Background: an optimization exercise with open tools, aiming at small area and a short achievable clock period. Do not read the settings as production practice.
In this exercise RTL edits were held to simulation tests only and were not proved equivalent to the original.
No activity file was given, so power comes from the tool's default toggle rates.

==> flow/design.v, too long to show whole: its modules and the start of the top module <==
// module speed_ramp: 2415 lines
// module fa_cell: 7 lines
// module ha_cell: 7 lines
// module multi_speed_ctrl: 129 lines
module multi_speed_ctrl
#(
    parameter int NUM_CH      = 6,
    parameter int GP_BITS     = 16,
    parameter int DEADBAND    = 4,
    parameter int RAMP_STEP   = 1000,
    parameter int WDOG_CYCLES = 3000
) (
    input  logic                        clk,
    input  logic                        rst_n,
    input  logic                        avail,
    input  logic [7:0]                  data,
    input  logic [32*NUM_CH-1:0]        max_spd,
    output logic [32*NUM_CH-1:0]        tgt_spd,
    output logic [GP_BITS-1:0]          gp_out,
    output logic [8*NUM_CH+GP_BITS-1:0] latched_data,
    output logic                        frame_ok,
    output logic                        frame_err,
    output logic                        timeout
);
  // ...
==> flow/run.sh <==
#!/bin/bash
# synth_recipe.tcl (not shown) runs the flow's synth.tcl, then flattens the netlist and writes it again
# the make line also repeats each setting of config.mk as NAME=value (left out here)
make -C /OpenROAD-flow-scripts/flow DESIGN_CONFIG=/design/flow/config.mk WORK_HOME=/design/flow/orfs CLKGATE_MAP_FILE= SYNTH_SCRIPT=/design/flow/synth_recipe.tcl finish
==> flow/config.mk <==
export PLATFORM = sky130hd
export DESIGN_NAME = multi_speed_ctrl
export DESIGN_NICKNAME = multi_speed_ctrl
export VERILOG_FILES = /design/flow/design.v
export SDC_FILE = /design/flow/constraint.sdc
export NUM_CORES = 4
export LEC_CHECK = 0
export ABC_AREA = 1
export CAP_MARGIN = 20
export CORE_MARGIN = 2
export CORE_UTILIZATION = 40
export CTS_BUF_LIST = sky130_fd_sc_hd__clkbuf_4 sky130_fd_sc_hd__clkbuf_8
export PLACE_DENSITY = 0.8
export SETUP_SLACK_MARGIN = 4.5
export SLEW_MARGIN = 20
export SYNTH_HIERARCHICAL = 1
export SYNTH_MINIMUM_KEEP_SIZE = 0
==> flow/constraint.sdc <==
create_clock -name core_clock -period 8.5 [get_ports {clk}]
set_input_delay 1.7000 -clock core_clock [delete_from_list [all_inputs] [get_ports {clk}]]
set_output_delay 1.7000 -clock core_clock [all_outputs]
set_load 0.01 [all_outputs]
==> impl_metrics.toml, run 1 <==
[global_routing]
grt_most_used_layer = "met2"
grt_pass1_wl_um = 374000
gr-total-overflow = 0

[cells_and_area]
seq_area_sq_mm = 0.0168
mostFrequentLayoutCell = "nand2_1"
buffer_area_share_pct = 7.35
drive_gt1_share_pct = 11.4

[critical_path]
required_ps = 6800
crit_family = "buffers and inverters"
critPathBufInv = 6

[clock_network]
cts_setup_buffers = 67
ctsHtreeMaxLevel = 4

[drt]
drc = 0
ant_nets = 0
drt_iter0_drc = 6719

[pwr]
p_per_area_mw_per_mm2 = 190
p_comb_w = 0.00849
p_int_w = 0.00982
p_sw_share_pct = 44.0

[synth]
synth_ff_type = "dfxtp_1"
synth_compound_area_share_pct = 10.0

[sta]
fin_crit_sh_pct = 47.0
tightest_slew_ps = 1160
hold_viol = 0
period_needed_ps = 4000

[outcome]
status = "finished clean"
==> run 2, diff against run 1 <==
==> flow/flow/run.sh (new file) <==
#!/bin/bash
set -o pipefail
export BUFFER_PORTS_ARGS="-buffer_cell sky130_fd_sc_hd__buf_2"
bash standard.sh > standard.log 2>&1
==> flow/standard.sh (new file) <==
#!/bin/bash
# synth_recipe.tcl (not shown) runs the flow's synth.tcl, then flattens the netlist and writes it again
# the make line also repeats each setting of config.mk as NAME=value (left out here)
make -C /OpenROAD-flow-scripts/flow DESIGN_CONFIG=/design/flow/config.mk WORK_HOME=/design/flow/orfs CLKGATE_MAP_FILE= SYNTH_SCRIPT=/design/flow/synth_recipe.tcl "${@:-finish}"
--- a/flow/config.mk
+++ b/flow/config.mk
@@ -8,3 +8,3 @@
 export ABC_AREA = 1
-export CAP_MARGIN = 20
+export CAP_MARGIN = 5
 export CORE_MARGIN = 2
@@ -14,4 +14,5 @@
 export SETUP_SLACK_MARGIN = 4.5
-export SLEW_MARGIN = 20
+export SLEW_MARGIN = 5
 export SYNTH_HIERARCHICAL = 1
 export SYNTH_MINIMUM_KEEP_SIZE = 0
+export TNS_END_PERCENT = 5
removed: flow/run.sh
==> impl_metrics.toml, run 2 <==
[outcome]
status = "finished clean"

[drt]
drt_iter0_drc = 6242
ant_nets = 0
drc = 0
firstDrtPassIters = 6
via_per_inst = 5.33
routed_wl_um = 239000
vias = 70759
post_drt_wl_per_cell_um = 18.0

[clock_network]
cts_tree = "done"
clock_sinks = 804
clk_latency_ps = 930
cts_hold_buf = 0
cts_buffers = 156
clkTransAtPathRegs_ps = 60
ctsHtreeMaxLevel = 4
ctsRootBufferMaster = "clkbuf_8"
clk_path_buf_depth = 3

[global_routing]
gr-total-overflow = 0
grt_use_total_pct = 22.2
grt_pass1_vias = 66455
grt_pass1_wl_um = 366000
antenna_found_initial = 41
grt_max_degree = 59

[floorplanning]
ios = 478
die_w_um = 453
dieArea_sq_mm = 0.206
die_height_um = 453
core_area_sq_mm = 0.200
num_rows = 164
start_util_pct = 40.3

[synth]
synth_top_area_share_pct = 18.2
ys_warn_count = 8
synth_edf_count = 68
synth_seq_area_share_pct = 20.8
ys_types = 50
synth_ff_type = "dfxtp_1"
synth_top_cell_by_area = "dfxtp_1"
synth_fp_nets = 11996
async_flop_share_pct = 0
synthCells = 10317
synth_area_sq_mm = 0.0808
ys_top_cells_by_area = "dfxtp_1 (18%), ha_1 (17%), xor2_1 (11%)"
synth_common_cells = "nand2_1 (1898), ha_1 (1104), xor2_1 (1036)"
synth_seq_cells = 804
synth_most_common_cell = "nand2_1"
synth.avg_cell_area_sq_um = 7.83

[critical_path]
cp_slowest_cell = "dfxtp_4"
crit_top_cell = "buf_4"
cp-startpoint = "frameOk_q"
crit_path_start_kind = "flop"
worst_ep_arrival_time_ps = 2270
rrSetupSlack_ps = 4630
path_cells = "buf_4 > buf_12 > a22oi_4 > inv_2 > buf_4"
crit_end = "latched_data[63]"
cp_max_fo = 17
cpPeakStageDelay_ps = 360
crit_type = "reg -> out"
reg2reg_to = "g_ch[5].u_ramp.tgt_q[25]"
r2r_start = "g_ch[5].u_ramp.tgt_q[0]"
r2r_cells = 24
crit_path_end_kind = "primary output"
required_ps = 6800

[cells_and_area]
multi_input_area_sq_mm = 0.0574
final_area_sq_mm = 0.0886
seq_area_sq_mm = 0.0168
fillers = 19422
layout_common_cells = "nand2_1 (1864), ha_1 (1104), xor2_1 (1036)"
drive_gt1_share_pct = 13.7
top_regs = "g_ch.u_ramp.c_q x192, g_ch.u_ramp.s_q x192, g_ch.u_ramp.tgt_q x192"
nets = 12148
mostFrequentLayoutCell = "nand2_1"
areaGrowthSynthToFinish_pct = 9.62

[sta]
fin_crit_sh_pct = 46.7
finClkSkew_ps = 47.9
slew_headroom_pct = 21.2
clock.fmax_ghz = 0.252
setup_violations = 0
drv_slew = 0
period_needed_ps = 3970
finalSetupTns_ps = 0
tightest_slew_ps = 1180
hold_viol = 0
rsz0062_at_grt = "true"

[place]
gp_congestion = 0.994
port_buffers = 477
placed_cell_area_sq_mm = 0.0833
place_hpwl_um = 180000

[pwr]
p_per_area_mw_per_mm2 = 191
ir_drop_mv = 0.161
leakagePower_nw = 50.2

[min_path]
worstHoldPathType = "reg -> reg"

[job]
maxCapViolCount = 0
-- run 2: cell counts after synthesis --
Identical to the previous run, type by type.
-- run 2: final cells by class --
cell class / instances / area share, %
Antenna cell: 31 / 0.0876
Timing Repair Buffer: 543 / 3.63
Clock inverter: 79 / 1.30
Sequential cell: 804 / 19.0
Tap cell: 2656 / 3.75
Inverter: 1042 / 4.43
Clock buffer: 208 / 3.06
Multi-Input combinational cell: 7922 / 64.8
-- run 2: per-layer routing --
metal | GRT usage, % | part of all wire, %
met5 | 0 | 0.0088
met4 | 14.3 | 7.0
met3 | 3.31 | 6.4
met2 | 35.5 | 45
met1 | 27.9 | 42
-- run 2: worst min path at each step --
stage,cells after the start,slack [ps],to,startpoint
floorplan,0,430,shift_q[20],shift_q[16]
global placement,0,430,shift_q[4],shift_q[0]
detailed placement,0,440,shift_q[22],shift_q[18]
CTS,0,430,shift_q[32],shift_q[28]
global route,0,450,shift_q[32],shift_q[28]
finish,0,450,shift_q[8],shift_q[4]
-- run 2: metrics by stage --
step           setup slack [ps]  hold WS (ps)  instances  util [%]  power (W)
2_1_floorplan              4690           427      10317         -     0.0104
3_3_place_gp               4080           432      12901      41.6     0.0113
3_5_place_dp               4040           436      12901      41.6     0.0114
4_1_cts                    4340           431      13200      43.8     0.0164
5_1_grt                    4400           454      13283      44.2     0.0181
6_report                   4530           448      13285      44.2     0.0169
-- run 2: Yosys stat by module, one instance, submodules excluded --
module,copies in the design,cells inside,area [sq um]
ha_cell,600,1,12.5
fa_cell,372,1,20.0
multi_speed_ctrl,1,1131,9670
speed_ramp,6,1369,9360
-- run 2: cells by family (layout without fill, tap and decap cells) --
logic type / Yosys count / count (layout) / synth area share [%]
compound gates: 1364 / 1364 / 10.0
xor+xnor: 1084 / 1084 / 11.8
fa+ha+maj: 1476 / 1476 / 26.3
buf+inv: 1603 / 1872 / 8.96
flops: 804 / 804 / 20.8
other cells: 0 / 31 / 0
simple gates: 3986 / 3998 / 22.2
-- run 2: timing repair --
action                     4_1_cts  5_1_grt
buffers inserted                10       39
resized for setup               84       84
gates cloned                     2       15
setup endpoints to repair      207      222
pin swaps                        1       30
-- run 2: report_power, final --
group | total (W) | internal, W | leakage (nW) | switching, W
logic | 0.00780 | 0.00258 | 41.6 | 0.00521
registers | 0.00427 | 0.00401 | 6.57 | 0.000257
clock network | 0.00484 | 0.00288 | 1.98 | 0.00196
total | 0.0169 | 0.00947 | 50.2 | 0.00743
-- run 2: worst max-delay path, delay by kind of cell, from the launching register on --
kind                   cells  cell delay (ps)
flip-flops                 1              360
buffers and inverters      4              660
AO/OA/AOI/OAI              1              290
==> run 3, diff against run 2 <==
--- a/flow/config.mk
+++ b/flow/config.mk
@@ -17,2 +17,2 @@
 export SYNTH_MINIMUM_KEEP_SIZE = 0
-export TNS_END_PERCENT = 5
+export TNS_END_PERCENT = 25
==> impl_metrics.toml, run 3 <==
[outcome]
status = "finished clean"

[sta]
rsz0062_at_grt = "true"
finClkSkew_ps = 47.0
setup_violations = 0
fin_crit_sh_pct = 46.4
period_needed_ps = 3950
tightest_slew_ps = 1200
slew_headroom_pct = 19.8
finalSetupTns_ps = 0
hold_viol = 0
clock.fmax_ghz = 0.253
drv_slew = 0

[synth]
ys_types = 50
synthCells = 10317
synth_seq_cells = 804
synth_top_area_share_pct = 18.2
async_flop_share_pct = 0
synth_fp_nets = 11996
synth_edf_count = 68
synth_area_sq_mm = 0.0808
synth_common_cells = "nand2_1 (1898), ha_1 (1104), xor2_1 (1036)"
synth_seq_area_share_pct = 20.8
synth.avg_cell_area_sq_um = 7.83
synth_ff_type = "dfxtp_1"
ys_warn_count = 8
synth_top_cell_by_area = "dfxtp_1"
synth_most_common_cell = "nand2_1"
ys_top_cells_by_area = "dfxtp_1 (18%), ha_1 (17%), xor2_1 (11%)"

[critical_path]
r2r_start = "g_ch[5].u_ramp.tgt_q[22]"
required_ps = 6800
crit_path_start_kind = "flop"
reg2reg_to = "g_ch[5].u_ramp.tgt_q[11]"
rrSetupSlack_ps = 4680
worst_ep_arrival_time_ps = 2250
crit_type = "reg -> out"
cp_max_fo = 7
r2r_cells = 18
crit_path_end_kind = "primary output"

[place]
place_hpwl_um = 180000
gp_congestion = 0.994
port_buffers = 477
placed_cell_area_sq_mm = 0.0833

[floorplanning]
core_area_sq_mm = 0.200
num_rows = 164
dieArea_sq_mm = 0.206
die_w_um = 453
start_util_pct = 40.3
ios = 478
die_height_um = 453

[clock_network]
ctsRootBufferMaster = "clkbuf_8"
clkTransAtPathRegs_ps = 70
cts_tree = "done"
clock_sinks = 804
ctsHtreeMaxLevel = 4
clk_latency_ps = 920
cts_hold_buf = 0
cts_buffers = 156
clk_path_buf_depth = 3

[pwr]
leakagePower_nw = 50.4
p_per_area_mw_per_mm2 = 191
combPwrFrac_pct = 46.5
p_switching_w = 0.00747
p_sw_share_pct = 43.9
power_frac_seq_pct = 25.1
ir_drop_mv = 0.161
p_int_w = 0.00956
clkPwrFrac_pct = 28.4

[min_path]
hp-start = "shift_q[4]"
worstHoldPathType = "reg -> reg"
holdPathEnd = "shift_q[8]"
min_path_cells = 0

[global_routing]
grt_max_degree = 59
gr-total-overflow = 0
grt_pass1_vias = 66778
grt_pass1_wl_um = 368000
antenna_found_initial = 40
grt_use_total_pct = 22.4

[drt]
drc = 0
routed_wl_um = 240000
drt_iter0_drc = 6333
ant_nets = 0
post_drt_wl_per_cell_um = 18.1
firstDrtPassIters = 8
via_per_inst = 5.32
vias = 70786

[cells_and_area]
top_regs = "g_ch.u_ramp.c_q x192, g_ch.u_ramp.s_q x192, g_ch.u_ramp.tgt_q x192"
utilization_pct = 44.5
areaGrowthSynthToFinish_pct = 10.2
layout_common_cells = "nand2_1 (1860), ha_1 (1104), xor2_1 (1036)"
nets = 12175
final_area_sq_mm = 0.0891
mostFrequentLayoutCell = "nand2_1"
drive_gt1_share_pct = 14.0

[job]
maxCapViolCount = 0
-- run 3: repair_timing --
action | in CTS | in global routing
pin swaps | 21 | 28
buffers inserted | 36 | 37
cloned | 7 | 13
setup endpoints to repair | 207 | 207
resized for setup | 159 | 72
-- run 3: final cells by class --
| type | count | area [sq um] |
|---|---|---|
| Sequential cell | 804 | 16800 |
| Antenna cell | 32 | 80.1 |
| Tap cell | 2656 | 3320 |
| Timing Repair Buffer | 569 | 3560 |
| Fill cell | 19367 | 111000 |
| Clock inverter | 79 | 1150 |
| Inverter | 1042 | 3940 |
| Multi-Input combinational cell | 7923 | 57500 |
| Clock buffer | 208 | 2710 |
-- run 3: how the worst max path moves through the flow --
stage,startpoint,endpoint,slack (ps)
global placement,data[0],g_ch[5].booth_q[5],4080
finish,frameOk_q,gp_out[14],4550
detailed placement,data[0],g_ch[5].booth_q[5],4040
global route,frameOk_q,latched_data[16],4420
floorplan,data[1],shift_q[0],4690
CTS,g_ch[0].u_ramp.tgt_q[0],g_ch[0].u_ramp.tgt_q[18],4340
-- run 3: cells by family (layout without fill, tap and decap cells) --
logic type	Yosys count	count (layout)	synth area share, %
and+or+nand+nor	3986	3999	22.2
buffers and inverters	1603	1898	8.96
adders and majority gates	1476	1476	26.3
AOI/OAI and AO/OA	1364	1364	10.0
xor gates and xnor gates	1084	1084	11.8
DFF	804	804	20.8
other	0	32	0
-- run 3: power groups by stage --
stage / logic [W] / registers (W) / clock network [W]
floorplan: 0.00610 / 0.00426 / 0
global placement: 0.00701 / 0.00434 / 0
detailed placement: 0.00710 / 0.00434 / 0
CTS: 0.00720 / 0.00426 / 0.00496
global route: 0.00884 / 0.00430 / 0.00512
finish: 0.00792 / 0.00427 / 0.00484
-- run 3: critical path: stages, from the launching register on --
cell,delay [ps]
dfxtp_4,370
nor2_4,210
buf_6,180
buf_16,150
a22o_2,250
buf_2,160
-- run 3: Yosys stat by module, one instance, submodules excluded --
module / cells inside / times used / flops+latches
fa_cell: 1 / 372 / 0
ha_cell: 1 / 600 / 0
multi_speed_ctrl: 1131 / 1 / 222
speed_ramp: 1369 / 6 / 97
-- run 3: metal layers --
| layer | share of wire (%) | vias to the layer above | global-route usage, % |
|---|---|---|---|
| met5 | 0.010 | - | 0 |
| met3 | 6.4 | 600 | 3.33 |
| met1 | 42 | 32933 | 28.1 |
| met2 | 45 | 2881 | 35.9 |
| li1 | - | 34368 | - |
| met4 | 7.0 | 4 | 14.4 |
-- run 3: through the flow --
stage	setup slack, ps	power (W)	cells	hold slack (ps)
detailed placement	4040	0.0114	12901	436
floorplan	4690	0.0104	10317	427
CTS	4340	0.0164	13231	431
global placement	4080	0.0113	12901	432
global route	4420	0.0183	13310	454
finish	4550	0.0170	13313	445
==> run 4, diff against run 3 <==
--- a/flow/config.mk
+++ b/flow/config.mk
@@ -7,3 +7,3 @@
 export LEC_CHECK = 0
-export ABC_AREA = 1
+export ABC_AREA = 0
 export CAP_MARGIN = 5
@@ -17,2 +17 @@
 export SYNTH_MINIMUM_KEEP_SIZE = 0
-export TNS_END_PERCENT = 25
==> impl_metrics.toml, run 4 <==
[outcome]
status = "finished clean"

[synth]
synth_seq_cells = 804
synth_top_cell_by_area = "dfxtp_1"
async_flop_share_pct = 0
ys_types = 93
synth_ff_type = "dfxtp_1"
synth_edf_count = 68
ys_top_cells_by_area = "dfxtp_1 (19%), ha_1 (18%), xnor2_1 (9.6%)"
ys_warn_count = 8
synth.avg_cell_area_sq_um = 9.15
synthCells = 8499
synth_top_area_share_pct = 18.9
synth_fp_nets = 10178
synth_area_sq_mm = 0.0778
synth_common_cells = "ha_1 (1104), xnor2_1 (853), a22oi_1 (814)"
synth_seq_area_share_pct = 21.6
synth_most_common_cell = "ha_1"

[drt]
via_per_inst = 6.07
ant_nets = 0
drt_iter0_drc = 7425
routed_wl_um = 259000
drc = 0
vias = 70452
post_drt_wl_per_cell_um = 22.3
firstDrtPassIters = 9

[global_routing]
antenna_found_initial = 113
grt_pass1_wl_um = 388000
grt_use_total_pct = 24.2
grt_pass1_vias = 68876
gr-total-overflow = 0
grt_max_degree = 129

[sta]
hold_viol = 0
fin_ws_ps = 3990
period_needed_ps = 4510
setup_violations = 0
finClkSkew_ps = 96.1
drv_slew = 0
finalSetupTns_ps = 0
fin_crit_sh_pct = 53.0
rsz0062_at_grt = "true"
slew_headroom_pct = 7.66
clock.fmax_ghz = 0.222
tightest_slew_ps = 1380

[critical_path]
crit_path_start_kind = "flop"
reg2reg_to = "g_ch[4].u_ramp.tgt_q[31]"
crit_type = "reg -> reg"
worst_ep_arrival_time_ps = 5360
cp-startpoint = "g_ch[4].u_ramp.tgt_q[0]"
r2r_start = "g_ch[4].u_ramp.tgt_q[0]"
crit_path_end_kind = "flop"
cp_max_fo = 5
r2r_cells = 21
rrSetupSlack_ps = 3990
required_ps = 9350

[pwr]
leakagePower_nw = 40.1
p_per_area_mw_per_mm2 = 259
ir_drop_mv = 0.346

[clock_network]
clk_path_buf_depth = 3
cts_buffers = 150
clk_latency_ps = 960
clock_sinks = 804
ctsRootBufferMaster = "clkbuf_8"
cts_tree = "done"
clkTransAtPathRegs_ps = 70
ctsHtreeMaxLevel = 4

[min_path]
worstHoldPathType = "reg -> reg"
min_path_cells = 0
hp-start = "shift_q[7]"
holdPathEnd = "shift_q[11]"

[cells_and_area]
fin_cells = 11610
top_regs = "g_ch.u_ramp.c_q x192, g_ch.u_ramp.s_q x192, g_ch.u_ramp.tgt_q x192"
mostFrequentLayoutCell = "ha_1"
drive_gt1_share_pct = 27.0
fillers = 16839
nets = 10547
areaGrowthSynthToFinish_pct = 19.9
layout_common_cells = "ha_1 (972), xnor2_1 (849), a22oi_1 (786)"

[floorplanning]
die_w_um = 445
ios = 478
num_rows = 161
core_area_sq_mm = 0.193
die_height_um = 445
start_util_pct = 40.3
dieArea_sq_mm = 0.198

[place]
port_buffers = 477
gp_congestion = 0.981
place_hpwl_um = 174000
place_ws_ps = 3620
dp.cells = 10737

[job]
maxCapViolCount = 0
[run 4: cell types whose count changed after synthesis, moves of 426 or more]
cell,previous run,this run
xnor2_1,48,853
nand3_1,538,112
o22ai_1,744,13
inv_1,951,329
nand2_1,1898,364
xor2_1,1036,154
a22oi_1,0,814
[run 4: repair_timing]
item                                    in CTS  in global routing
endpoints found under the hold margin        0                  0
cloned                                      52                 15
gates resized for setup                    506                610
endpoints found under the setup margin     256                241
buffers inserted                           216                222
pin swaps                                  204                242
hold buffers                                 0                  0
[run 4: power breakdown]
part	total (W)	leakage [nW]	switching (W)	internal, W
Sequential	0.00453	6.64	0.000381	0.00415
Combinational	0.0151	31.7	0.00855	0.00658
Clock	0.00451	1.81	0.00192	0.00258
Total	0.0242	40.1	0.0109	0.0133
[run 4: how the worst max path moves through the flow]
stage,to,slack [ps]
final,g_ch[4].u_ramp.tgt_q[31],3990
after global routing,g_ch[4].u_ramp.tgt_q[31],3920
after detailed placement,g_ch[0].booth_q[4],3620
after floorplan,g_ch[0].u_ramp.tgt_q[24],4410
after global placement,g_ch[0].booth_q[4],3680
after CTS,g_ch[4].u_ramp.tgt_q[11],4180
[run 4: critical path, cell delays in order (launching register included)]
cell and delay (ps):
dfxtp_2 330, inv_2 50, ha_4 150, or2_4 250, ha_4 220, ha_4 150, o21ai_2 150, nand2_1 100
a21o_1 210, or2_4 260, ha_4 170, nor2_4 120, xnor2_2 100, a2111o_1 440, a21oi_4 210, or4b_4 490
a22oi_2 250, o22a_4 260, buf_6 110, buf_6 100, a21oi_1 40, o221a_2 260
[run 4: modules after synthesis (local to each module, per instance)]
module / cell area, sq um / flops+latches / times used / cells inside
ha_cell: 12.5 / 0 / 600 / 1
fa_cell: 20.0 / 0 / 372 / 1
multi_speed_ctrl: 9280 / 222 / 1 / 867
speed_ramp: 8920 / 97 / 6 / 1110
[run 4: final cells by class]
cell class              count  area [sq um]  area share [%]
multi-input cells        6595         60400            64.7
flip-flops and latches    804         17100            18.3
repair buffers            981          7630            8.18
well taps                2526          3160            3.39
clock buffers             203          2660            2.85
inverters                 336          1270            1.37
clock inverters            68           892           0.956
diodes                     97           243           0.260
[run 4: kinds of logic after synthesis]
| kind of cell | count (synthesis) | synth area share [%] |
|---|---|---|
| AOI/OAI and AO/OA | 2273 | 20.9 |
| xor gates and xnor gates | 1013 | 11.5 |
| adders and majority gates | 1476 | 27.3 |
| buffers and inverters | 1148 | 6.91 |
| DFF | 804 | 21.6 |
| muxes | 37 | 0.489 |
| and+or+nand+nor | 1748 | 11.3 |
[run 4: stage by stage]
stage | utilization, % | hold WS, ps | total power, W | cell area (sq um)
final | 48.4 | 461 | 0.0242 | 93300
after global routing | 48.4 | 467 | 0.0253 | 93300
after CTS | 45.9 | 443 | 0.0213 | 88500
after detailed placement | 41.7 | 435 | 0.0142 | 80400
after global placement | 41.7 | 433 | 0.0138 | 80400
after floorplan | - | 426 | 0.0125 | 78700
[run 4: routing by layer]
layer	share of wire, %	up-vias	track usage, %
met3	7.8	924	4.70
met5	0.069	-	0.0244
met1	38	34048	29.1
met4	7.3	28	16.1
met2	47	3774	39.4
li1	-	31678	-
==> run 5, diff against run 4 <==
--- a/flow/config.mk
+++ b/flow/config.mk
@@ -7,3 +7,3 @@
 export LEC_CHECK = 0
-export ABC_AREA = 0
+export ABC_AREA = 1
 export CAP_MARGIN = 5
@@ -12,2 +12,3 @@
 export CTS_BUF_LIST = sky130_fd_sc_hd__clkbuf_4 sky130_fd_sc_hd__clkbuf_8
+export GPL_ROUTABILITY_DRIVEN = 0
 export PLACE_DENSITY = 0.8
==> impl_metrics.toml, run 5 <==
[floorplanning]
start_util_pct = 40.3
dieArea_sq_mm = 0.206
ios = 478
num_rows = 164
die_w_um = 453
die_height_um = 453
core_area_sq_mm = 0.200

[cells_and_area]
layout_common_cells = "nand2_1 (1856), ha_1 (1104), xor2_1 (1036)"
drive_gt1_share_pct = 14.0
top_regs = "g_ch.u_ramp.c_q x192, g_ch.u_ramp.s_q x192, g_ch.u_ramp.tgt_q x192"
areaGrowthSynthToFinish_pct = 9.93
mostFrequentLayoutCell = "nand2_1"
final_area_sq_mm = 0.0888
fin_cells = 13295
nets = 12164

[synth]
synth_edf_count = 68
synth_ff_type = "dfxtp_1"
synth_area_sq_mm = 0.0808
synth_common_cells = "nand2_1 (1898), ha_1 (1104), xor2_1 (1036)"
synth_most_common_cell = "nand2_1"
ys_types = 50
synth_fp_nets = 11996
synth.avg_cell_area_sq_um = 7.83
synth_seq_cells = 804
async_flop_share_pct = 0
synth_top_cell_by_area = "dfxtp_1"
synth_seq_area_share_pct = 20.8
ys_top_cells_by_area = "dfxtp_1 (18%), ha_1 (17%), xor2_1 (11%)"
ys_warn_count = 8
synth_top_area_share_pct = 18.2
synthCells = 10317

[global_routing]
grt_pass1_vias = 66368
grt_use_total_pct = 22.1
gr-total-overflow = 0
grt_pass1_wl_um = 365000
grt_util_met1_pct = 27.6
grt_util_met3_pct = 3.19
grt_max_degree = 38
antenna_found_initial = 40
grt_most_used_layer = "met2"
use_met2_pct = 35.6

[sta]
finClkSkew_ps = 44.3
period_needed_ps = 3980
fin_crit_sh_pct = 46.9
tightest_slew_ps = 1150
slew_headroom_pct = 23.4
hold_viol = 0
finalSetupTns_ps = 0
setup_violations = 0
clock.fmax_ghz = 0.251
rsz0062_at_grt = "true"
drv_slew = 0

[clock_network]
cts_buffers = 150
clk_path_buf_depth = 3
ctsRootBufferMaster = "clkbuf_8"
ctsHtreeMaxLevel = 4
clock_sinks = 804
cts_tree = "done"
clkTransAtPathRegs_ps = 60
clk_latency_ps = 950

[place]
place_hpwl_um = 179000
dp.cells = 12903
placed_cell_area_sq_mm = 0.0833
port_buffers = 477

[critical_path]
r2r_cells = 24
crit_cells = 7
cp_max_fo = 7
crit_path_end_kind = "primary output"
cp_slowest_cell = "dfxtp_4"
cpPeakStageDelay_ps = 370
path_cells = "nor2_4 > buf_12 > buf_12 > buf_16 > buf_12 > a22o_4 > buf_6"
crit_type = "reg -> out"
worst_ep_arrival_time_ps = 2280
critPathBufInv = 5
reg2reg_to = "g_ch[5].u_ramp.tgt_q[13]"
crit_path_start_kind = "flop"
crit_end = "latched_data[14]"
crit_family = "buffers and inverters"
cp-startpoint = "frameOk_q"
required_ps = 6800
rrSetupSlack_ps = 4720
r2r_start = "g_ch[5].u_ramp.tgt_q[0]"
crit_top_cell = "buf_12"

[drt]
firstDrtPassIters = 8
drt_iter0_drc = 6731
drc = 0
vias = 70954
via_per_inst = 5.34
routed_wl_um = 239000
post_drt_wl_per_cell_um = 18.0
ant_nets = 0

[pwr]
ir_drop_mv = 0.160
leakagePower_nw = 50.3
p_per_area_mw_per_mm2 = 191
power_w = 0.0169

[min_path]
worstHoldPathType = "reg -> reg"

[outcome]
status = "finished clean"

[job]
maxCapViolCount = 0
run 5: cell types whose count changed after synthesis, moves of 120 or more:
| cell | previous run | this run |
|---|---|---|
| xor2_1 | 154 | 1036 |
| inv_1 | 329 | 951 |
| o21ai_0 | 341 | 156 |
| xnor2_1 | 853 | 48 |
| nand2_1 | 364 | 1898 |
| nand3_1 | 112 | 538 |
| o22ai_1 | 13 | 744 |
| clkbuf_2 | 120 | 0 |
| a22oi_1 | 814 | 0 |
| nor2_1 | 456 | 817 |
run 5: cell type report:
type | instances | area (sq um)
multi-input cells | 7927 | 57500
flip-flops and latches | 804 | 16800
repair buffers | 560 | 3460
well taps | 2656 | 3320
diodes | 33 | 82.6
inverters | 1042 | 3930
clock inverters | 81 | 1130
clock buffers | 192 | 2520
fillers | 19258 | 111000
run 5: timing repair:
item / in CTS / in global routing
hold buffers: 0 / 0
pin swaps: 25 / 28
setup endpoints to repair: 207 / 202
resized for setup: 143 / 79
setup buffers: 38 / 28
cloned: 2 / 18
run 5: cell families after synthesis:
kind of cell,Yosys count,share of synthesized area (%)
adders and majority gates,1476,26.3
and+or+nand+nor,3986,22.2
DFF,804,20.8
buffers and inverters,1603,8.96
xor gates and xnor gates,1084,11.8
AOI/OAI and AO/OA,1364,10.0
run 5: metal layers:
metal  wire length, um  vias up
li1                  -    34396
met1             98700    32846
met2            108000     3035
met3             15600      671
met4             16800        6
met5                28        -
run 5: worst min path at each step:
stage                 from           to  slack (ps)  depth (start not counted)
3_5_place_dp   shift_q[51]  shift_q[55]         430                          0
6_report       shift_q[51]  shift_q[55]         440                          0
3_3_place_gp    shift_q[8]  shift_q[12]         430                          0
4_1_cts        shift_q[12]  shift_q[16]         440                          0
2_1_floorplan  shift_q[16]  shift_q[20]         430                          0
5_1_grt        shift_q[12]  shift_q[16]         460                          0
run 5: power by group:
| part | internal [W] | switching [W] |
|---|---|---|
| clock | 0.00269 | 0.00194 |
| combinational | 0.00269 | 0.00534 |
| sequential | 0.00401 | 0.000262 |
run 5: per-stage QoR:
step / hold slack [ps] / worst slack [ps] / util [%]
floorplan: 427 / 4690 / -
global placement: 432 / 4090 / 41.6
detailed placement: 433 / 4050 / 41.6
CTS: 437 / 4390 / 43.9
global route: 460 / 4400 / 44.3
finish: 445 / 4520 / 44.3
run 5: Yosys stat by module (local to each module, per instance):
| module | flip-flops and latches | times used | area (sq um) | cells inside |
|---|---|---|---|---|
| fa_cell | 0 | 372 | 20.0 | 1 |
| ha_cell | 0 | 600 | 12.5 | 1 |
| multi_speed_ctrl | 222 | 1 | 9670 | 1131 |
| speed_ramp | 97 | 6 | 9360 | 1369 |
==> run 6, diff against run 5 <==
--- a/flow/config.mk
+++ b/flow/config.mk
@@ -12,3 +12,2 @@
 export CTS_BUF_LIST = sky130_fd_sc_hd__clkbuf_4 sky130_fd_sc_hd__clkbuf_8
-export GPL_ROUTABILITY_DRIVEN = 0
 export PLACE_DENSITY = 0.8
==> impl_metrics.toml, run 6 <==
[cells_and_area]
fin_cells = 13360
fillers = 19301
drive_gt1_share_pct = 14.7
top_regs = "g_ch.u_ramp.c_q x192, g_ch.u_ramp.s_q x192, g_ch.u_ramp.tgt_q x192"
final_area_sq_mm = 0.0898
layout_common_cells = "nand2_1 (1836), ha_1 (1104), xor2_1 (1036)"
mostFrequentLayoutCell = "nand2_1"
areaGrowthSynthToFinish_pct = 11.1
nets = 12223

[drt]
drc = 0
ant_nets = 0
routed_wl_um = 242000
firstDrtPassIters = 8
vias = 71245
post_drt_wl_per_cell_um = 18.1
drt_iter0_drc = 6530
via_per_inst = 5.33

[sta]
finalSetupTns_ps = 0
clock.fmax_ghz = 0.255
drv_slew = 0
slew_headroom_pct = 20.6
fin_crit_sh_pct = 46.2
tightest_slew_ps = 1190
hold_viol = 0
finClkSkew_ps = 49.3
setup_violations = 0
hold_slack_ps = 445
period_needed_ps = 3930
rsz0062_at_grt = "true"

[global_routing]
grt_max_degree = 59
antenna_found_initial = 40
grt_util_met1_pct = 28.1
gr-total-overflow = 0
grt_pass1_wl_um = 369000
grt_most_used_layer = "met2"
grt_util_met3_pct = 3.30
grt_use_total_pct = 22.4
use_met2_pct = 35.9
grt_pass1_vias = 66847

[min_path]
holdPathEnd = "shift_q[8]"
hp-start = "shift_q[4]"
worstHoldPathType = "reg -> reg"
min_path_cells = 0

[clock_network]
clkTransAtPathRegs_ps = 70
cts_tree = "done"
clock_sinks = 804
clk_latency_ps = 920
cts_buffers = 156
clk_path_buf_depth = 3
ctsRootBufferMaster = "clkbuf_8"
ctsHtreeMaxLevel = 4
cts_hold_buf = 0

[pwr]
ir_drop_mv = 0.161
p_int_w = 0.00962
leakagePower_nw = 50.8
p_switching_w = 0.00754
power_frac_seq_pct = 24.9
p_per_area_mw_per_mm2 = 191
p_sw_share_pct = 43.9
clkPwrFrac_pct = 28.2
combPwrFrac_pct = 46.9

[synth]
synth.avg_cell_area_sq_um = 7.83
ys_warn_count = 8
synth_common_cells = "nand2_1 (1898), ha_1 (1104), xor2_1 (1036)"
synth_seq_cells = 804
synth_most_common_cell = "nand2_1"
synth_fp_nets = 11996
synth_seq_area_share_pct = 20.8
async_flop_share_pct = 0
synth_top_area_share_pct = 18.2
synth_area_sq_mm = 0.0808
synthCells = 10317
synth_edf_count = 68
ys_types = 50
synth_top_cell_by_area = "dfxtp_1"
synth_ff_type = "dfxtp_1"
ys_top_cells_by_area = "dfxtp_1 (18%), ha_1 (17%), xor2_1 (11%)"

[floorplanning]
die_height_um = 453
core_area_sq_mm = 0.200
ios = 478
num_rows = 164
dieArea_sq_mm = 0.206
start_util_pct = 40.3
die_w_um = 453

[place]
place_hpwl_um = 180000
port_buffers = 477
placed_cell_area_sq_mm = 0.0833
gp_congestion = 0.994
dp.cells = 12901

[critical_path]
r2r_cells = 24
required_ps = 6800
r2r_start = "g_ch[5].u_ramp.tgt_q[0]"
crit_path_end_kind = "primary output"
reg2reg_to = "g_ch[5].u_ramp.tgt_q[31]"
crit_path_start_kind = "flop"
worst_ep_arrival_time_ps = 2230
crit_type = "reg -> out"
rrSetupSlack_ps = 4720
cp_max_fo = 13

[outcome]
status = "finished clean"

[job]
maxCapViolCount = 0
-- run 6: worst max-delay path, cell delays in order, from the launching register on --
cell and delay, ps:
dfxtp_4 370, nor2_4 200, buf_4 170, buf_12 150
buf_12 120, a22o_4 160, buf_2 140
-- run 6: how the worst max path moves through the flow --
stage | from | end | slack [ps] | cells past startpoint
3_5_place_dp | data[0] | g_ch[5].booth_q[5] | 4040 | 15
5_1_grt | frameOk_q | latched_data[21] | 4410 | 6
6_report | frameOk_q | gp_out[2] | 4570 | 6
4_1_cts | frameOk_q | latched_data[39] | 4360 | 7
2_1_floorplan | data[1] | shift_q[0] | 4690 | 8
3_3_place_gp | data[0] | g_ch[5].booth_q[5] | 4080 | 15
-- run 6: per-stage QoR --
stage	power (W)	util, %	setup slack (ps)
6_report	0.0172	44.8	4570
3_3_place_gp	0.0113	41.6	4080
5_1_grt	0.0184	44.8	4410
3_5_place_dp	0.0114	41.6	4040
4_1_cts	0.0165	44.1	4360
2_1_floorplan	0.0104	-	4690
-- run 6: logic make-up (layout without fill, tap and decap cells) --
family                     count (synthesis)  count (layout)  synth area share, %
AOI/OAI and AO/OA                       1364            1364                 10.0
xor gates and xnor gates                1084            1084                 11.8
adders and majority gates               1476            1476                 26.3
buffers and inverters                   1603            1944                 8.96
DFF                                      804             804                 20.8
other                                      0              31                    0
and+or+nand+nor                         3986            4001                 22.2
-- run 6: power groups by stage --
stage,clock (W),sequential [W],combinational [W]
floorplan,0,0.00426,0.00610
global placement,0,0.00434,0.00701
finish,0.00484,0.00427,0.00805
CTS,0.00496,0.00426,0.00723
global route,0.00512,0.00430,0.00897
detailed placement,0,0.00434,0.00710
-- run 6: layout make-up --
class,instances,area [sq um],area share (%)
sequential,804,16800,18.7
timing repair buffer,615,4000,4.46
inverter,1042,3940,4.39
clock inverter,79,1150,1.28
multi-input combinational,7925,57700,64.3
antenna,31,77.6,0.0864
clock buffer,208,2710,3.02
tap,2656,3320,3.70
-- run 6: modules after synthesis, one instance, submodules excluded --
module | times used | cell area [sq um] | cells inside
multi_speed_ctrl | 1 | 9670 | 1131
speed_ramp | 6 | 9360 | 1369
fa_cell | 372 | 20.0 | 1
ha_cell | 600 | 12.5 | 1
-- run 6: what timing repair did --
item,4_1_cts,5_1_grt
setup endpoints to repair,207,204
gates cloned,7,15
buffers inserted,44,75
resized for setup,183,121
pin swaps,25,58
-- run 6: layer usage --
layer  share of wire, %  vias to the layer above
li1                   -                    34465
met1                 41                    33119
met2                 45                     3030
met3                6.7                      627
met4                7.2                        4
met5             0.0099                        -
==> run 7, diff against run 6 <==
--- a/flow/config.mk
+++ b/flow/config.mk
@@ -10,3 +10,3 @@
 export CORE_MARGIN = 2
-export CORE_UTILIZATION = 40
+export CORE_UTILIZATION = 55
 export CTS_BUF_LIST = sky130_fd_sc_hd__clkbuf_4 sky130_fd_sc_hd__clkbuf_8
==> impl_metrics.toml, run 7 <==
[outcome]
status = "finished clean"

[synth]
synth.avg_cell_area_sq_um = 7.83
synth_seq_area_share_pct = 20.8
ys_top_cells_by_area = "dfxtp_1 (18%), ha_1 (17%), xor2_1 (11%)"
synth_seq_cells = 804
synth_top_cell_by_area = "dfxtp_1"
synth_most_common_cell = "nand2_1"
synth_fp_nets = 11996
synthCells = 10317
synth_ff_type = "dfxtp_1"
synth_area_sq_mm = 0.0808
ys_types = 50
ys_warn_count = 8
async_flop_share_pct = 0
synth_top_area_share_pct = 18.2
synth_common_cells = "nand2_1 (1898), ha_1 (1104), xor2_1 (1036)"
synth_edf_count = 68

[sta]
setup_violations = 0
slew_headroom_pct = 18.2
period_needed_ps = 3960
hold_slack_ps = 446
tightest_slew_ps = 1220
fin_crit_sh_pct = 46.5
fin_ws_ps = 4540
drv_slew = 0
clock.fmax_ghz = 0.253
hold_viol = 0
finClkSkew_ps = 68.5
rsz0062_at_grt = "true"
finalSetupTns_ps = 0

[critical_path]
crit_top_cell = "nand2_1"
worst_ep_arrival_time_ps = 2260
critPathBufInv = 2
crit_family = "buffers and inverters"
cp_max_fo = 32
required_ps = 6800
path_cells = "nor2_4 > clkbuf_16 > nand2_1 > nand2_1 > buf_2"
crit_type = "reg -> out"
cpPeakStageDelay_ps = 360
crit_path_end_kind = "primary output"
cp_slowest_cell = "dfxtp_4"
crit_path_start_kind = "flop"

[global_routing]
grt_use_total_pct = 30.4
grt_pass1_vias = 69396
grt_max_degree = 61
antenna_found_initial = 19
gr-total-overflow = 0
grt_pass1_wl_um = 370000

[cells_and_area]
fillers = 12944
nets = 12148
mostFrequentLayoutCell = "nand2_1"
drive_gt1_share_pct = 13.7
layout_common_cells = "nand2_1 (1861), ha_1 (1104), xor2_1 (1036)"
final_area_sq_mm = 0.0873
top_regs = "g_ch.u_ramp.c_q x192, g_ch.u_ramp.s_q x192, g_ch.u_ramp.tgt_q x192"
areaGrowthSynthToFinish_pct = 8.03

[drt]
via_per_inst = 5.77
drt_iter0_drc = 6207
post_drt_wl_per_cell_um = 19.2
wl_met2_um = 110000
routed_wl_um = 240000
wl_met1_um = 98400
vias = 72260
firstDrtPassIters = 6
dr_wl_met3_um = 19100
ant_nets = 0
top_layer = "met5"
drc = 0

[job]
maxCapViolCount = 0

[floorplanning]
core_area_sq_mm = 0.146
die_w_um = 387
num_rows = 140
die_height_um = 387
start_util_pct = 55.4
dieArea_sq_mm = 0.150
ios = 478

[pwr]
ir_drop_mv = 0.207
leakagePower_nw = 50.1
p_per_area_mw_per_mm2 = 195

[clock_network]
ctsRootBufferMaster = "clkbuf_8"
clock_sinks = 804
clkTransAtPathRegs_ps = 60
clk_latency_ps = 930
cts_buffers = 149
clk_path_buf_depth = 3
ctsHtreeMaxLevel = 4
cts_tree = "done"

[place]
place_ws_ps = 3980
place_hpwl_um = 180000
gp_congestion = 0.978
port_buffers = 477
placed_cell_area_sq_mm = 0.0824

[min_path]
worstHoldPathType = "reg -> reg"
==> run 7: report_power, final <==
part           internal [W]  switching (W)  total, W
Combinational       0.00272        0.00542   0.00815
Clock               0.00265        0.00191   0.00456
Sequential          0.00401       0.000254   0.00427
==> run 7: kinds of logic (layout without fill, tap and decap cells) <==
| family | count (synthesis) | count (layout) | synth area share, % |
|---|---|---|---|
| AND/OR/NAND/NOR | 3986 | 3999 | 22.2 |
| buffers and inverters | 1603 | 1863 | 8.96 |
| adder cells (fa/ha/maj) | 1476 | 1476 | 26.3 |
| AO/OA/AOI/OAI | 1364 | 1364 | 10.0 |
| XOR/XNOR | 1084 | 1084 | 11.8 |
| flip-flops | 804 | 804 | 20.8 |
| other | 0 | 11 | 0 |
==> run 7: area by class of cell <==
class	count	area [sq um]	share of cell area, %
clock buffer	205	2660	3.05
inverter	1042	3930	4.50
multi-input combinational	7923	57400	65.8
antenna	11	27.5	0.0315
tap	1917	2400	2.75
clock inverter	67	945	1.08
sequential	804	16800	19.3
timing repair buffer	549	3100	3.56
==> run 7: worst paths after layout <==
kind,from,slack (ps),depth (start not counted),endpoint
worst max-delay path,frameOk_q,4540,5,latched_data[24]
worst min-delay path,shift_q[25],450,0,shift_q[29]
worst max register to register,g_ch[2].u_ramp.tgt_q[24],4680,18,g_ch[2].u_ramp.tgt_q[29]
worst min register to register,shift_q[25],450,0,shift_q[29]
==> run 7: what timing repair did <==
item	CTS	global route
cloned	3	13
setup buffers	14	45
pin swaps	9	29
setup endpoints to repair	206	215
hold buffers	0	0
resized for setup	71	81
==> run 7: per-stage QoR <==
stage	util, %	instances	total power (W)
3_5_place_dp	56.5	12160	0.0116
3_3_place_gp	56.5	12160	0.0114
6_report	59.9	12518	0.0170
4_1_cts	59.3	12449	0.0163
2_1_floorplan	-	10317	0.0104
5_1_grt	59.9	12513	0.0181
==> run 7: per-module statistics from Yosys, one instance, submodules excluded <==
module	cell area [sq um]	cells inside	flops+latches
multi_speed_ctrl	9670	1131	222
ha_cell	12.5	1	0
speed_ramp	9360	1369	97
fa_cell	20.0	1	0
==> run 7: metal layers <==
layer | vias to the layer above | GRT usage [%]
li1 | 34292 | -
met3 | 627 | 6.07
met2 | 3175 | 49.7
met4 | 14 | 15.0
met1 | 34152 | 38.1
met5 | - | 0

==> afterwards: timing with drivers on the ports <==
In the flow no input, the clock included, has a driving cell. The finished layouts below were timed again as built, in two steps. Step 1 assumes that a clkbuf_16 drives the clock port and a buf_2 every other input. Step 2, shift: input delay + t, output delay - t, t = (earliest + latest rising clock arrival at the registers) / 2. This alone moves slack from input paths to output paths. Three values: no drivers, after step 1, after step 2; two values: the first two.
run | t (ns) | slack for setup (ns) | hold slack, ns | worst setup path at the end | clock arrival spread, ns
run 1 | 1.038 | 4.501 / 4.419 / 3.761 | 0.449 / 0.449 / 0.449 | input to register | 0.054 / 0.054
run 2 | 0.987 | 4.532 / 4.451 / 4.116 | 0.448 / 0.448 / 0.448 | input to register | 0.059 / 0.058
run 3 | 0.988 | 4.553 / 4.472 / 4.120 | 0.445 / 0.445 / 0.445 | input to register | 0.060 / 0.060
run 4 | 0.986 | 3.994 / 3.994 / 3.689 | 0.461 / 0.461 / 0.461 | input to register | 0.109 / 0.109
run 5 | 1.000 | 4.517 / 4.437 / 4.063 | 0.445 / 0.445 / 0.445 | input to register | 0.057 / 0.057
run 6 | 0.982 | 4.575 / 4.495 / 4.130 | 0.445 / 0.445 / 0.445 | input to register | 0.056 / 0.056
run 7 | 0.971 | 4.544 / 4.470 / 4.074 | 0.446 / 0.446 / 0.446 | input to register | 0.074 / 0.074
After both steps setup and hold are still met in every run listed. The setup slack of run 1, which loses most, moves by -0.082 ns with the drivers and by -0.740 ns with both steps.
